What follows belongs to an exercise in optimizing a design on an open flow for small area and few clock cycles per item; a production flow would make more cautious choices. The RTL was checked by simulation tests, not by an equivalence proof against the original design. No activity file was given, so power comes from the tool's default toggle rates.

// group_reversal_reorder
module group_reversal_reorder #(
    parameter int MAX_GROUP = 16
) (
    input  logic                       clk,
    input  logic                       rst_n,
    input  logic                       cfg_we,
    input  logic [grr_pkg::CFG_W-1:0]  cfg_wdata,
    input  logic                       in_valid,
    output logic                       in_stall,
    input  logic signed [31:0]         value,
    input  logic                       last,
    output logic                       out_valid,
    input  logic                       out_stall,
    output logic signed [31:0]         value_res,
    output logic                       run_last,
    output logic                       stream_end
);
For scale: ~550 flip-flops.
==> module grr_sel3n, before the edit <==
module grr_sel3n (
    input  logic [2:0] sel,
    input  logic [2:0] d,
    output logic       y_n
);
    assign y_n = !(|(sel & d));
endmodule
==> module grr_nand2, before the edit <==
module grr_nand2 (
    input  logic a,
    input  logic b,
    output logic y
);
    assign y = !(a && b);
endmodule
==> module grr_nand3, before the edit <==
module grr_nand3 (
    input  logic a,
    input  logic b,
    input  logic c,
    output logic y
);
    assign y = !(a && b && c);
endmodule
==> module group_reversal_reorder, before the edit <==
module group_reversal_reorder #(
    parameter int MAX_GROUP = 16
) (
    input  logic                       clk,
    input  logic                       rst_n,
    input  logic                       cfg_we,
    input  logic [grr_pkg::CFG_W-1:0]  cfg_wdata,
    input  logic                       in_valid,
    output logic                       in_stall,
    input  logic signed [31:0]         value,
    input  logic                       last,
    output logic                       out_valid,
    input  logic                       out_stall,
    output logic signed [31:0]         value_res,
    output logic                       run_last,
    output logic                       stream_end
);
    localparam int AW = $clog2(MAX_GROUP);
    logic [grr_pkg::DATA_W-1:0] mem [MAX_GROUP];
    logic [AW-1:0]  szm1_reg;
    logic [AW-1:0]  szm1_new;
    logic [AW-1:0]  wpos_reg;
    logic           wdir_reg;
    logic [AW-1:0]  wcnt_reg;       
    logic [AW-1:0]  wslot;
    logic           cvalid_reg;
    logic [AW-1:0]  rpos_reg;
    logic           rdir_reg;
    logic [AW-1:0]  rend_reg;       
    logic           rfin_reg;
    logic [AW-1:0]  rslot;
    logic           nvalid_reg;
    logic [AW-1:0]  npos_reg;
    logic           ndir_reg;
    logic [AW-1:0]  nend_reg;       
    logic           nfin_reg;
    logic           take;
    logic           rdone;
    logic           accept;
    logic           size_hit;
    logic           close;
    logic           flip;
    logic [AW-1:0]  cdist;
    logic [AW-1:0]  ndist;
    logic           cbusy;
    logic           nbusy;
    logic           q_block;
    logic [AW-1:0]  gpos;
    logic [AW-1:0]  d_pos;
    logic [AW-1:0]  d_end;
    logic           d_dir;
    assign wslot = wpos_reg ^ {AW{wdir_reg}};
    assign rslot = rpos_reg ^ {AW{rdir_reg}};
    assign take  = cvalid_reg && !out_stall;
    assign rdone = take && (rpos_reg == rend_reg);
    assign szm1_new = (cfg_wdata == '0) ? '0
                    : (cfg_wdata > grr_pkg::CFG_W'(MAX_GROUP)) ? AW'(MAX_GROUP - 1)
                    : AW'(cfg_wdata - grr_pkg::CFG_W'(1));
    assign size_hit = (wcnt_reg >= szm1_reg);
    assign close    = size_hit || last;
    assign flip = size_hit && (szm1_reg >= AW'(MAX_GROUP / 2));
    assign cdist = wpos_reg ^ {AW{wdir_reg ^ rdir_reg}};
    assign ndist = wpos_reg ^ {AW{wdir_reg ^ ndir_reg}};
    assign cbusy = cvalid_reg && ((cdist == rpos_reg) ? !take : (cdist == rend_reg));
    assign nbusy = nvalid_reg && ((ndist == npos_reg) || (ndist == nend_reg));
    assign q_block  = close && nvalid_reg && !rdone;
    assign in_stall = cbusy || nbusy || q_block;
    assign accept   = in_valid && !in_stall;
    assign gpos  = wpos_reg - wcnt_reg;    
    assign d_pos = size_hit ? ~wpos_reg : gpos;
    assign d_end = size_hit ? ~gpos : wpos_reg;
    assign d_dir = size_hit ? !wdir_reg : wdir_reg;
    always_ff @(posedge clk or negedge rst_n)
    begin
        if (!rst_n)
        begin
            szm1_reg   <= '0;
            wpos_reg   <= '0;
            wdir_reg   <= 1'b0;
            wcnt_reg   <= '0;
            cvalid_reg <= 1'b0;
            nvalid_reg <= 1'b0;
        end
        else
        begin
            if (cfg_we)
            begin
                szm1_reg <= szm1_new;
            end
            if (!cvalid_reg || rdone)
            begin
                cvalid_reg <= nvalid_reg || (accept && close);
            end
            if (accept && close && (nvalid_reg || (cvalid_reg && !rdone)))
            begin
                nvalid_reg <= 1'b1;
            end
            else if (!cvalid_reg || rdone)
            begin
                nvalid_reg <= 1'b0;
            end
            if (accept)
            begin
                wcnt_reg <= close ? '0 : (wcnt_reg + AW'(1));
                if (close && flip)
                begin
                    wpos_reg <= ~wpos_reg;
                    wdir_reg <= !wdir_reg;
                end
                else
                begin
                    wpos_reg <= wpos_reg + AW'(1);
                end
            end
        end
    end
    always_ff @(posedge clk)
    begin
        if (!cvalid_reg || rdone)
        begin
            if (nvalid_reg)
            begin
                rpos_reg <= npos_reg;
                rdir_reg <= ndir_reg;
                rend_reg <= nend_reg;
                rfin_reg <= nfin_reg;
            end
            else
            begin
                rpos_reg <= d_pos;
                rdir_reg <= d_dir;
                rend_reg <= d_end;
                rfin_reg <= last;
            end
        end
        else if (take)
        begin
            rpos_reg <= rpos_reg + AW'(1);
        end
        if (accept && close)
        begin
            npos_reg <= d_pos;
            ndir_reg <= d_dir;
            nend_reg <= d_end;
            nfin_reg <= last;
        end
    end
    logic [MAX_GROUP-1:0] wsel;
    grr_dec16e u_wdec (.x (wslot), .en (accept), .y (wsel));
    always_ff @(posedge clk)
    begin
        for (int i = 0; i < MAX_GROUP; i++)
        begin
            if (wsel[i])
            begin
                mem[i] <= value;
            end
        end
    end
    logic [MAX_GROUP-1:0] rsel;
    grr_dec16 u_rdec (.x (rslot), .y (rsel));
    for (genvar b = 0; b < grr_pkg::DATA_W; b++)
    begin : g_rd
        logic [MAX_GROUP-1:0] col;
        logic [1:0]           half;
        for (genvar i = 0; i < MAX_GROUP; i++)
        begin : g_col
            assign col[i] = mem[i][b];
        end
        logic [5:0] part_n;      
        for (genvar k = 0; k < 5; k++)
        begin : g_tri
            grr_sel3n u_sel (.sel (rsel[3*k+2:3*k]), .d (col[3*k+2:3*k]), .y_n (part_n[k]));
        end
        grr_nand2 u_last (.a (rsel[15]), .b (col[15]), .y (part_n[5]));
        grr_nand3 u_lo (.a (part_n[0]), .b (part_n[1]), .c (part_n[2]), .y (half[0]));
        grr_nand3 u_hi (.a (part_n[3]), .b (part_n[4]), .c (part_n[5]), .y (half[1]));
        grr_or2   u_or (.a (half[0]), .b (half[1]), .y (value_res[b]));
    end
    assign out_valid  = cvalid_reg;
    assign run_last   = (rpos_reg == rend_reg);
    assign stream_end = (rpos_reg == rend_reg) && rfin_reg;
endmodule
==> flow/config.mk <==
export PLATFORM = sky130hd
export DESIGN_NAME = group_reversal_reorder
export DESIGN_NICKNAME = group_reversal_reorder
export VERILOG_FILES = /design/flow/design.v
export SDC_FILE = /design/flow/constraint.sdc
export NUM_CORES = 4
export LEC_CHECK = 0
export CAP_MARGIN = 0
export CORE_MARGIN = 2
export CORE_UTILIZATION = 75
export PLACE_DENSITY = 0.85
export SETUP_SLACK_MARGIN = 0.05
export SLEW_MARGIN = 0
export SYNTH_HIERARCHICAL = 1
export SYNTH_MINIMUM_KEEP_SIZE = 0
==> flow/constraint.sdc <==
create_clock -name core_clock -period 5.0 [get_ports {clk}]
set_input_delay 1.0000 -clock core_clock [delete_from_list [all_inputs] [get_ports {clk}]]
set_output_delay 1.0000 -clock core_clock [all_outputs]
set_load 0.01 [all_outputs]
standard.sh (not shown) runs the stock make flow with config.mk's settings and CLKGATE_MAP_FILE= SYNTH_SCRIPT=/design/flow/synth_recipe.tcl, a recipe that flattens the netlist after the stock synthesis.
==> flow/flow/run.sh <==
#!/bin/bash
# Layout flow: the standard ORFS flow (standard.sh, unchanged synthesis), with two
# changes passed as ORFS variables:
#  - port buffers use the smallest buffer cell (every input and output still gets one);
#  - clock tree synthesis uses large clock buffers over large sink clusters and no dummy loads.
# make's full output goes to flow_make.log; each ORFS step keeps its own log under orfs/logs/.
set -euo pipefail
export BUFFER_PORTS_ARGS="-buffer_cell sky130_fd_sc_hd__buf_1"
export CTS_ARGS="-sink_clustering_enable -repair_clock_nets -dont_use_dummy_load -buf_list sky130_fd_sc_hd__clkbuf_8 -sink_clustering_size 16 -sink_clustering_max_diameter 50"
bash standard.sh finish > flow_make.log 2>&1
Testbench counts at the start, summed over its fixed seeds: cycles 49,519, words 41,157.
Next try:
--- a/flow/design.v
+++ b/flow/design.v
@@ -5,31 +5,16 @@
         logic bank;    
         logic rev;     
         logic fin;     
     } grp_flags_t;
 endpackage
-module grr_sel3n (
-    input  logic [2:0] sel,
-    input  logic [2:0] d,
-    output logic       y_n
-);
-    assign y_n = !(|(sel & d));
-endmodule
-module grr_nand2 (
-    input  logic a,
-    input  logic b,
-    output logic y
-);
-    assign y = !(a && b);
-endmodule
-module grr_nand3 (
-    input  logic a,
-    input  logic b,
-    input  logic c,
-    output logic y
-);
-    assign y = !(a && b && c);
+module grr_sel8 (
+    input  logic [7:0] sel,
+    input  logic [7:0] d,
+    output logic       y
+);
+    assign y = |(sel & d);
 endmodule
 module grr_or2 (
     input  logic a,
     input  logic b,
     output logic y
@@ -262,19 +247,13 @@
         logic [1:0]           half;
         for (genvar i = 0; i < MAX_GROUP; i++)
         begin : g_col
             assign col[i] = mem[i][b];
         end
-        logic [5:0] part_n;      
-        for (genvar k = 0; k < 5; k++)
-        begin : g_tri
-            grr_sel3n u_sel (.sel (rsel[3*k+2:3*k]), .d (col[3*k+2:3*k]), .y_n (part_n[k]));
-        end
-        grr_nand2 u_last (.a (rsel[15]), .b (col[15]), .y (part_n[5]));
-        grr_nand3 u_lo (.a (part_n[0]), .b (part_n[1]), .c (part_n[2]), .y (half[0]));
-        grr_nand3 u_hi (.a (part_n[3]), .b (part_n[4]), .c (part_n[5]), .y (half[1]));
-        grr_or2   u_or (.a (half[0]), .b (half[1]), .y (value_res[b]));
+        grr_sel8 u_lo (.sel (rsel[7:0]),  .d (col[7:0]),  .y (half[0]));
+        grr_sel8 u_hi (.sel (rsel[15:8]), .d (col[15:8]), .y (half[1]));
+        grr_or2  u_or (.a (half[0]), .b (half[1]), .y (value_res[b]));
     end
     assign out_valid  = cvalid_reg;
     assign run_last   = (rpos_reg == rend_reg);
     assign stream_end = (rpos_reg == rend_reg) && rfin_reg;
 endmodule
Effect: The new run completed without violations. Register-to-register slack improves by 60 ps. Setup slack improved by 16 ps. Design area climbs by about 1.3%. Wire length increases by 0.75%. Utilization rose by 0.35 points. Worst hold slack gets worse by 30 ps. Fmax came out higher by about 0.35%. Global-route usage goes up by 0.19 points. Clock power decreases by about 2%. Via count climbs by 0.80%. Non-clock buffer count is unchanged. Cell count is higher by 4.0%. Sequential share of layout area falls by 0.94 points. First-iteration DRC count decreases by about 30%.
Testbench counts after the change, summed over its fixed seeds: cycles 49,519, words 41,157.

-- what the ideal ports hide --
Ports are ideal in the flow. The routed layouts listed here were re-timed in OpenROAD. Step 1, drivers: a clkbuf_16 drives clk and a buf_2 each remaining input, both assumed. Step 2 moves the port delays by t, midway between the first and last clock arrival at a register: inputs arrive t later, outputs are due t later. That takes back most of the time a late clock gives input paths. Three values: no drivers, after step 1, after step 2; two values: the first two.
| run | shift t [ns] | setup WS [ns] | hold WS [ns] | cell pins on the clock port's net |
|---|---|---|---|---|
| the first run | 0.597 | 0.413 / 0.367 / 0.767 | 0.512 / 0.491 / 0.534 | 1 |
| the second run | 0.613 | 0.429 / 0.387 / 0.827 | 0.482 / 0.465 / 0.568 | 1 |
After both steps setup and hold are still met in every run listed.
